Source: an optimization exercise on an open RTL-to-GDS flow (aim: small area). Production flows keep margins and buffers that such runs may drop. RTL that was checked went through simulation tests only; none was proved equivalent to the original. No activity file was given, so power comes from the tool's default toggle rates. No driver is modelled on the clock port, so clocking that relies on it looks cheaper here than on a real chip.

Setup of the previous run:
## int_core_top
module int_core_top (
	input logic clk,
	input logic rst,
	input logic in_valid,
	output logic in_ready,
	input logic [31:0] in_instr,
	output logic res_valid,
	input logic res_ready,
	output logic [4:0] res_rd,
	output logic [31:0] res_value,
	output logic res_write,
	output logic res_illegal
);
==> module int_core_top, before the edit <==
module int_core_top (
	input logic clk,
	input logic rst,
	input logic in_valid,
	output logic in_ready,
	input logic [31:0] in_instr,
	output logic res_valid,
	input logic res_ready,
	output logic [4:0] res_rd,
	output logic [31:0] res_value,
	output logic res_write,
	output logic res_illegal
);
	logic [4:0] ph;  
	logic clr;  
	logic in1;  
	logic in2;  
	logic cy;  
	logic lt;  
	logic [4:0] sh;  
	logic res_w;
	logic [6:0] opcode;
	logic [2:0] f3;
	logic [6:0] f7;
	logic [4:0] rd, rs1, rs2;
	logic is_op, is_imm, is_lui, legal, inv_b, is_shift;
	assign opcode = in_instr[6:0];
	assign f3 = in_instr[14:12];
	assign f7 = in_instr[31:25];
	assign rd = in_instr[11:7];
	assign rs1 = in_instr[19:15];
	assign rs2 = in_instr[24:20];
	assign is_op = (opcode == 7'b0110011);
	assign is_imm = (opcode == 7'b0010011);
	assign is_lui = (opcode == 7'b0110111);
	assign is_shift = !is_lui && f3[1:0] == 2'b01;
	always_comb begin
		legal = is_lui;
		if (is_op)
			legal = (f7 == 7'h00) || (f7 == 7'h20 && (f3 == 3'd0 || f3 == 3'd5));
		if (is_imm)
			legal = (f3 == 3'd1) ? (f7 == 7'h00) :
				(f3 == 3'd5) ? (f7 == 7'h00 || f7 == 7'h20) : 1'b1;
	end
	assign inv_b = (is_op && f3 == 3'd0 && f7[5]) || f3 == 3'd2 || f3 == 3'd3;
	logic [31:0] tail;  
	logic [31:0] wsel;  
	logic wbit;
	logic [31:0] ring [1:31];
	assign tail[0] = 1'b0;
	genvar r;
	generate
		for (r = 1; r < 32; r++) begin : g_ring
			assign tail[r] = ring[r][0];
			always_ff @(posedge clk) begin
				ring[r] <= {wsel[r] ? wbit : ring[r][0], ring[r][31:1]};
			end
		end
	endgenerate
	logic a_bit, b_reg, b_bit, imm_bit;
	assign a_bit = tail[rs1] & !clr;
	assign b_reg = tail[rs2] & !clr;
	always_comb begin
		if (is_lui)
			imm_bit = (ph >= 5'd12) ? in_instr[ph] : 1'b0;
		else
			imm_bit = (ph < 5'd12) ? in_instr[5'd20 + ph] : in_instr[31];
	end
	assign b_bit = is_op ? b_reg : imm_bit;
	logic bb, cin, sum, cout;
	assign bb = b_bit ^ inv_b;
	assign cin = (ph == 5'd0) ? inv_b : cy;
	assign sum = a_bit ^ bb ^ cin;
	assign cout = (a_bit & bb) | (a_bit & cin) | (bb & cin);
	logic [5:0] psum;
	logic shl_run;  
	logic [4:0] sidx;
	logic [31:0] sv;
	logic sbit;
	assign psum = {1'b0, ph} + {1'b0, sh};
	assign shl_run = f3[2] ? (ph < sh) : !psum[5];
	assign sidx = !shl_run ? ph : f3[2] ? sh : (5'd0 - sh);
	assign sv = {res_value[31:1], a_bit};
	assign sbit = sv[sidx];
	logic rbit;
	always_comb begin
		case (f3)
			3'd0: rbit = sum;
			3'd2, 3'd3: rbit = (ph == 5'd0) & lt;
			3'd4: rbit = a_bit ^ b_bit;
			3'd6: rbit = a_bit | b_bit;
			3'd7: rbit = a_bit & b_bit;
			default: rbit = sbit;
		endcase
		if (is_lui)
			rbit = b_bit;
		if (!legal)
			rbit = 1'b0;
	end
	logic act1, act2, accept;
	assign act1 = ((ph == 5'd0) ? (!in2 && (!res_valid || res_ready)) : in1) && in_valid;
	assign act2 = in2 && in_valid;
	assign accept = act2 && ph == 5'd31;
	assign in_ready = accept;
	logic oin, oen;
	always_comb begin
		if (act1) begin
			oin = a_bit & f3[2];  
			oen = 1'b1;
		end else if (is_shift && legal) begin
			oin = f3[2] ? (f7[5] & res_value[31]) : a_bit;
			oen = act2 && shl_run;
		end else begin
			oin = rbit;
			oen = act2;
		end
	end
	assign wbit = rbit & !clr;
	always_comb begin
		for (int i = 0; i < 32; i++)
			wsel[i] = clr || (act2 && legal && rd == i[4:0]);
	end
	always_ff @(posedge clk) begin
		if (rst) begin
			ph <= 5'd0;
			clr <= 1'b1;
			in1 <= 1'b0;
			in2 <= 1'b0;
			res_valid <= 1'b0;
		end else begin
			ph <= ph + 5'd1;
			if (ph == 5'd31)
				clr <= 1'b0;
			in1 <= act1 && ph != 5'd31;
			if (ph == 5'd31)
				in2 <= act1;
			if (accept)
				res_valid <= 1'b1;
			else if (res_ready)
				res_valid <= 1'b0;
		end
	end
	always_ff @(posedge clk) begin
		cy <= cout;
		if (ph == 5'd31)
			lt <= f3[0] ? !cout : ((a_bit ^ b_bit) ? a_bit : !cout);
		for (int i = 0; i < 5; i++)
			if (ph == i[4:0])
				sh[i] <= b_bit;
		if (oen)
			res_value <= {oin, res_value[31:1]};
		if (accept) begin
			res_rd <= rd;
			res_w <= legal;
		end
	end
	assign res_write = res_w;
	assign res_illegal = !res_w;
endmodule
export LEC_CHECK = 0
export CAP_MARGIN = 20
export CORE_MARGIN = 2
export CORE_UTILIZATION = 40
export SLEW_MARGIN = 20
create_clock -name core_clock -period 6.0 [get_ports {clk}]
standard.sh (not shown) runs the stock make flow with config.mk's settings and CLKGATE_MAP_FILE= SYNTH_SCRIPT=/design/flow/synth_recipe.tcl, a recipe that flattens the netlist after the stock synthesis.
==> flow/flow/run.sh <==
#!/bin/bash
# Own layout flow: the standard ORFS flow (standard.sh, unchanged synthesis)
# with two changes: ports are buffered with the smallest buffer, and the clock
# tree is built without dummy loads and with the clock buffers listed here.
set -euo pipefail
export BUFFER_PORTS_ARGS="-buffer_cell sky130_fd_sc_hd__buf_1"
export CTS_ARGS="-sink_clustering_enable -repair_clock_nets -dont_use_dummy_load -buf_list sky130_fd_sc_hd__clkbuf_16 -sink_clustering_size 35 -sink_clustering_max_diameter 80"
bash standard.sh > standard.log 2>&1
Input-level comparison between the current run and the previous run:
-- flow/design.v --
<<< the previous run, line 94
	assign sum = a_bit ^ bb ^ cin;
	assign cout = (a_bit & bb) | (a_bit & cin) | (bb & cin);
	logic [5:0] psum;
	logic shl_run;  
	logic [4:0] sidx;
	logic [31:0] sv;
	logic sbit;
	assign psum = {1'b0, ph} + {1'b0, sh};
	assign shl_run = f3[2] ? (ph < sh) : !psum[5];
	assign sidx = !shl_run ? ph : f3[2] ? sh : (5'd0 - sh);
	assign sv = {res_value[31:1], a_bit};
	assign sbit = sv[sidx];
	logic rbit;
>>> the current run, line 94
	assign sum = a_bit ^ bb ^ cin;
	assign cout = (a_bit & bb) | (a_bit & cin) | (bb & cin);
	logic [5:0] t;  
	logic shl_run;  
	logic [5:0] sidx;
	logic [32:0] sv;
	logic sbit;
	assign t = f3[2] ? {1'b0, sh} : (6'd32 - {1'b0, sh});
	assign shl_run = {1'b0, ph} < t;
	assign sidx = shl_run ? t : {1'b0, ph};
	assign sv = {a_bit, res_value};
	assign sbit = sv[sidx];
	logic rbit;
## What came out
For the synthesis-to-finish area growth, the current run came in 0.37 points lower than the previous run did.
Taking the previous run as the reference, in the current run relative slew slack shrank by 3.0 points, achievable clock frequency shrank by 5.1 MHz, summed area of non-filler cells in the final layout held steady, placed wire-length estimate after detailed placement shrank by 130 um, met3 routing resource usage after global routing held steady.
Required time of the critical path: lower on the previous run
Delta(clock skew, the current run - the previous run) > 0
The current run: via count of the first global-routing pass is 196 higher than what the previous run reported.
In the reports for the previous run and the current run, the smaller via-per-instance ratio belongs to the previous run.
Floorplan check, the current run vs the previous run: die outline larger in the current run
Looking at the previous run and the current run, the count of placed standard cells including taps is a wash.
Comparing the previous run and the current run, final-layout clock buffer total is lower on the current run.
Side by side, power turned out lower in the current run than in the previous run.
Only the layout flow was run in the previous run; the RTL was not checked for function there.

========
Setup of garnet:
The RTL this note starts from:
==> flow/design.v <==
package rv_pkg;
	typedef logic [32-1:0] word_t;  
	typedef logic [31:0] instr_t;  
	typedef logic [$clog2(32)-1:0] reg_idx_t;  
	typedef logic [3:0] alu_op_t;  
	typedef struct packed {
		alu_op_t op;  
		word_t a;  
		word_t b;  
		reg_idx_t rd;  
		logic write;  
		logic illegal;  
	} dec_op_t;
	typedef struct packed {
		reg_idx_t rd;  
		word_t value;  
		logic write;  
		logic illegal;  
	} result_t;
endpackage
`timescale 1ns/1ns
module reg_ring (
	input logic clk,
	input logic sel_a,
	input logic sel_b,
	input logic wbit,
	output logic tail
);
	logic [31:0] q;
	assign tail = q[0];
	always_ff @(posedge clk) begin
		q <= {(sel_a && sel_b) ? wbit : q[0], q[31:1]};
	end
endmodule
`timescale 1ns/1ns
module mux32 (
	input logic [31:0] d,
	input logic [4:0] sel,
	output logic y
);
	logic [7:0] l1;
	logic [1:0] l2;
	genvar i;
	generate
		for (i = 0; i < 8; i++) begin : g_l1
			mux4 u_m (.d (d[4*i +: 4]), .sel (sel[1:0]), .y (l1[i]));
		end
		for (i = 0; i < 2; i++) begin : g_l2
			mux4 u_m (.d (l1[4*i +: 4]), .sel (sel[3:2]), .y (l2[i]));
		end
	endgenerate
	assign y = sel[4] ? l2[1] : l2[0];
endmodule
module mux4 (
	input logic [3:0] d,
	input logic [1:0] sel,
	output logic y
);
	assign y = d[sel];
endmodule
`timescale 1ns/1ns
module int_core_top (
	input logic clk,
	input logic rst,
	input logic in_valid,
	output logic in_ready,
	input logic [31:0] in_instr,
	output logic res_valid,
	input logic res_ready,
	output logic [4:0] res_rd,
	output logic [31:0] res_value,
	output logic res_write,
	output logic res_illegal
);
	logic [4:0] ph;  
	logic clr;  
	logic in1;  
	logic in2;  
	logic cy;  
	logic [4:0] sh;  
	logic res_w;
	logic [6:0] opcode;
	logic [2:0] f3;
	logic [6:0] f7;
	logic [4:0] rd, rs1, rs2;
	logic is_op, is_imm, is_lui, legal, inv_b, is_shift;
	assign opcode = in_instr[6:0];
	assign f3 = in_instr[14:12];
	assign f7 = in_instr[31:25];
	assign rd = in_instr[11:7];
	assign rs1 = in_instr[19:15];
	assign rs2 = in_instr[24:20];
	assign is_op = (opcode == 7'b0110011);
	assign is_imm = (opcode == 7'b0010011);
	assign is_lui = (opcode == 7'b0110111);
	assign is_shift = !is_lui && f3[1:0] == 2'b01;
	always_comb begin
		legal = is_lui;
		if (is_op)
			legal = (f7 == 7'h00) || (f7 == 7'h20 && (f3 == 3'd0 || f3 == 3'd5));
		if (is_imm)
			legal = (f3 == 3'd1) ? (f7 == 7'h00) :
				(f3 == 3'd5) ? (f7 == 7'h00 || f7 == 7'h20) : 1'b1;
	end
	assign inv_b = (is_op && f3 == 3'd0 && f7[5]) || f3 == 3'd2 || f3 == 3'd3;
	logic [31:0] tail;  
	logic [3:0] sel_lo;  
	logic [7:0] sel_hi;
	logic wbit;
	assign tail[0] = 1'b0;
	genvar r;
	generate
		for (r = 1; r < 32; r++) begin : g_ring
			reg_ring u_ring (
				.clk (clk),
				.sel_a (sel_lo[r % 4]),
				.sel_b (sel_hi[r / 4]),
				.wbit (wbit),
				.tail (tail[r])
			);
		end
	endgenerate
	logic a_bit, b_reg, b_bit, imm_bit;
	logic a_tail, b_tail;
	mux32 u_mux_a (.d (tail), .sel (rs1), .y (a_tail));
	mux32 u_mux_b (.d (tail), .sel (rs2), .y (b_tail));
	assign a_bit = a_tail & !clr;
	assign b_reg = b_tail & !clr;
	logic [31:0] imm_u;
	logic [15:0] imm_i;
	assign imm_u = {in_instr[31:12], 12'b0};
	assign imm_i = {{4{in_instr[31]}}, in_instr[31:20]};
	assign imm_bit = is_lui ? imm_u[ph] : (ph[4] ? in_instr[31] : imm_i[ph[3:0]]);
	assign b_bit = is_op ? b_reg : imm_bit;
	logic bb, cin, sum, cout;
	assign bb = b_bit ^ inv_b;
	assign cin = (ph == 5'd0) ? inv_b : cy;
	assign sum = a_bit ^ bb ^ cin;
	assign cout = (a_bit & bb) | (a_bit & cin) | (bb & cin);
	assign sh = res_rd;
	logic shl_run;  
	logic [4:0] sidx;
	logic [31:0] sv;
	logic sbit;
	assign shl_run = (ph < sh) || (!f3[2] && sh == 5'd0);
	assign sidx = shl_run ? sh : ph;
	assign sv = {res_value[31:1], a_bit};
	mux32 u_mux_s (.d (sv), .sel (sidx), .y (sbit));
	logic rbit;
	always_comb begin
		case (f3)
			3'd0: rbit = sum;
			3'd2, 3'd3: rbit = (ph == 5'd0) & cy;
			3'd4: rbit = a_bit ^ b_bit;
			3'd6: rbit = a_bit | b_bit;
			3'd7: rbit = a_bit & b_bit;
			default: rbit = sbit;
		endcase
		if (is_lui)
			rbit = b_bit;
		if (!legal)
			rbit = 1'b0;
	end
	logic act1, act2, accept;
	assign act1 = ((ph == 5'd0) ? (!in2 && (!res_valid || res_ready)) : in1) && in_valid;
	assign act2 = in2 && in_valid;
	assign accept = act2 && ph == 5'd31;
	assign in_ready = in2 && ph == 5'd31;  
	logic oin, oen;
	always_comb begin
		if (act1) begin
			oin = a_bit & f3[2];  
			oen = 1'b1;
		end else if (is_shift && legal) begin
			oin = f3[2] ? (f7[5] & res_value[31]) : a_bit;
			oen = act2 && shl_run;
		end else begin
			oin = rbit;
			oen = act2;
		end
	end
	assign wbit = rbit & !clr;
	always_comb begin
		for (int i = 0; i < 4; i++)
			sel_lo[i] = clr || (act2 && legal && rd[1:0] == i[1:0]);
		for (int i = 0; i < 8; i++)
			sel_hi[i] = clr || rd[4:2] == i[2:0];
	end
	always_ff @(posedge clk) begin
		if (rst) begin
			ph <= 5'd0;
			clr <= 1'b1;
			in1 <= 1'b0;
			in2 <= 1'b0;
			res_valid <= 1'b0;
		end else begin
			ph <= ph + 5'd1;
			if (ph == 5'd31)
				clr <= 1'b0;
			in1 <= act1 && ph != 5'd31;
			if (ph == 5'd31)
				in2 <= act1;
			if (accept)
				res_valid <= 1'b1;
			else if (res_ready)
				res_valid <= 1'b0;
		end
	end
	always_ff @(posedge clk) begin
		if (f3[1:0] == 2'b01)
			cy <= (ph != 5'd0 && cy) || b_bit;
		else if (ph == 5'd31)
			cy <= f3[0] ? !cout : ((a_bit ^ b_bit) ? a_bit : !cout);
		else
			cy <= cout;
		if (oen)
			res_value <= {oin, res_value[31:1]};
		for (int i = 0; i < 5; i++)
			if (act1 && ph == i[4:0])
				res_rd[i] <= b_bit ^ (!f3[2] && ph != 5'd0 && cy);
		if (accept) begin
			res_rd <= rd;
			res_w <= legal;
		end
	end
	assign res_write = res_w;
	assign res_illegal = !res_w;
endmodule
Settings: LEC_CHECK=0, CAP_MARGIN=20, CORE_AREA=2 2 246.485 246.485, DIE_AREA=0 0 248.485 248.485, SLEW_MARGIN=20, SYNTH_HIERARCHICAL=1, SYNTH_MINIMUM_KEEP_SIZE=0; clock period 6.0 ns.
==> flow/flow/run.sh <==
#!/bin/bash
# Own layout flow: the standard ORFS flow (standard.sh, unchanged synthesis)
# with two changes: ports are buffered with the smallest buffer, and the clock
# tree is built without dummy loads, with the clock buffers and clustering
# given here.
set -euo pipefail
export BUFFER_PORTS_ARGS="-buffer_cell sky130_fd_sc_hd__buf_1"
export CTS_ARGS="-sink_clustering_enable -repair_clock_nets -dont_use_dummy_load -buf_list sky130_fd_sc_hd__clkbuf_8 -sink_clustering_size 20 -sink_clustering_max_diameter 60"
bash standard.sh > standard.log 2>&1
#### Input delta (fjord over garnet)
--- a/flow/design.v
+++ b/flow/design.v
@@ -24,5 +24,5 @@
 	input logic sel_a,
 	input logic sel_b,
-	input logic wbit,
+	input logic wbit_n,
 	output logic tail
 );
@@ -30,5 +30,5 @@
 	assign tail = q[0];
 	always_ff @(posedge clk) begin
-		q <= {(sel_a && sel_b) ? wbit : q[0], q[31:1]};
+		q <= {!((sel_a && sel_b) ? wbit_n : q[0]), q[31:1]};
 	end
 endmodule
@@ -107,6 +107,7 @@
 	logic [3:0] sel_lo;  
 	logic [7:0] sel_hi;
-	logic wbit;
-	assign tail[0] = 1'b0;
+	logic wbit, wbit_n;
+	logic par;  
+	assign tail[0] = par;  
 	genvar r;
 	generate
@@ -116,5 +117,5 @@
 				.sel_a (sel_lo[r % 4]),
 				.sel_b (sel_hi[r / 4]),
-				.wbit (wbit),
+				.wbit_n (wbit_n),
 				.tail (tail[r])
 			);
@@ -125,6 +126,6 @@
 	mux32 u_mux_a (.d (tail), .sel (rs1), .y (a_tail));
 	mux32 u_mux_b (.d (tail), .sel (rs2), .y (b_tail));
-	assign a_bit = a_tail & !clr;
-	assign b_reg = b_tail & !clr;
+	assign a_bit = (a_tail ^ par) & !clr;
+	assign b_reg = (b_tail ^ par) & !clr;
 	logic [31:0] imm_u;
 	logic [15:0] imm_i;
@@ -143,5 +144,12 @@
 	logic [31:0] sv;
 	logic sbit;
-	assign shl_run = (ph < sh) || (!f3[2] && sh == 5'd0);
+	logic ph_lt;
+	always_comb begin
+		ph_lt = 1'b0;
+		for (int i = 0; i < 5; i++)
+			if (ph[i] != sh[i])
+				ph_lt = sh[i];
+	end
+	assign shl_run = ph_lt || (!f3[2] && sh == 5'd0);
 	assign sidx = shl_run ? sh : ph;
 	assign sv = {res_value[31:1], a_bit};
@@ -181,4 +189,5 @@
 	end
 	assign wbit = rbit & !clr;
+	assign wbit_n = wbit ^ par;
 	always_comb begin
 		for (int i = 0; i < 4; i++)
@@ -190,4 +199,5 @@
 		if (rst) begin
 			ph <= 5'd0;
+			par <= 1'b0;
 			clr <= 1'b1;
 			in1 <= 1'b0;
@@ -195,5 +205,8 @@
 			res_valid <= 1'b0;
 		end else begin
-			ph <= ph + 5'd1;
+			for (int i = 0; i < 5; i++)
+				ph[i] <= ph[i] ^ (&(ph | ~((5'd1 << i) - 5'd1)));  
+			if (ph == 5'd31)
+				par <= !par;
 			if (ph == 5'd31)
 				clr <= 1'b0;
--- outcome ---
- Both conditions hold for fjord: the flow ran to the end and the final layout passed the timing, DRC and antenna checks.
- [compare] base=garnet new=fjord: adder-cell share of the synthesized area roughly the same; multi-input gate area in the final layout dropped 9.5%; fraction of area in registers went up 0.78 points.
- Routed length on met2 was higher in garnet than in fjord.
- Looking at final cell area excluding filler cells across both flows, fjord is the stronger of the two, with garnet trailing.
- Diff garnet..fjord | fraction of the mapped netlist area in simple logic gates | negligible
- Of fjord and garnet, garnet shows the higher core utilization, with fjord below it.
- Between fjord and garnet, the difference in combinational power share is negligible.
- Status: post-synthesis register bit count parity (fjord, garnet)
- The lower routed wire length of fjord and garnet is in fjord.
- For fjord, the destination of the critical timing path was g_ring[4].u_ring.q[31], unlike garnet, where it was g_ring[2].u_ring.q[31].
- Against garnet, fjord comes in 0.17 points lower on met1 track demand over resource in global routing.
- | count of non-CTS buffers in the layout | higher: fjord |
The RTL of garnet was laid out without a check of its function.

==> separate check: timing with driven ports <==
Ports are ideal in the flow. The routed layouts listed here were re-timed in OpenROAD. Step 1, drivers: a clkbuf_16 drives clk and a buf_2 each remaining input, both assumed. Step 2 times the ports against the registers' clock, not the clock port: input delays grow and output delays shrink by t, the midpoint of the rising clock arrivals with the driver on. a / b / c = ideal ports / drivers / drivers and shift; a / b = the first two.
| run | shift t [ns] | slack for setup (ns) | hold slack, ns | latest minus earliest clock arrival (ns) | slew at the worst register clock pin (ns) |
|---|---|---|---|---|---|
| the previous run | 0.615 | 1.033 / 1.036 / 0.421 | 0.263 / 0.263 / 0.263 | 0.100 / 0.100 | 0.12 / 0.12 |
| the current run | 0.617 | 0.904 / 0.906 / 0.288 | 0.255 / 0.255 / 0.255 | 0.093 / 0.093 | 0.12 / 0.12 |
| garnet | 0.691 | 0.956 / 0.973 / 0.282 | 0.261 / 0.261 / 0.261 | 0.097 / 0.097 | 0.12 / 0.12 |
| fjord | 0.680 | 0.746 / 0.766 / 0.086 | 0.260 / 0.260 / 0.260 | 0.124 / 0.124 | 0.11 / 0.11 |
After both steps every run listed still meets setup and hold. For garnet, which loses most, drivers alone change the setup slack by +0.017 ns; drivers and shift together by -0.674 ns.
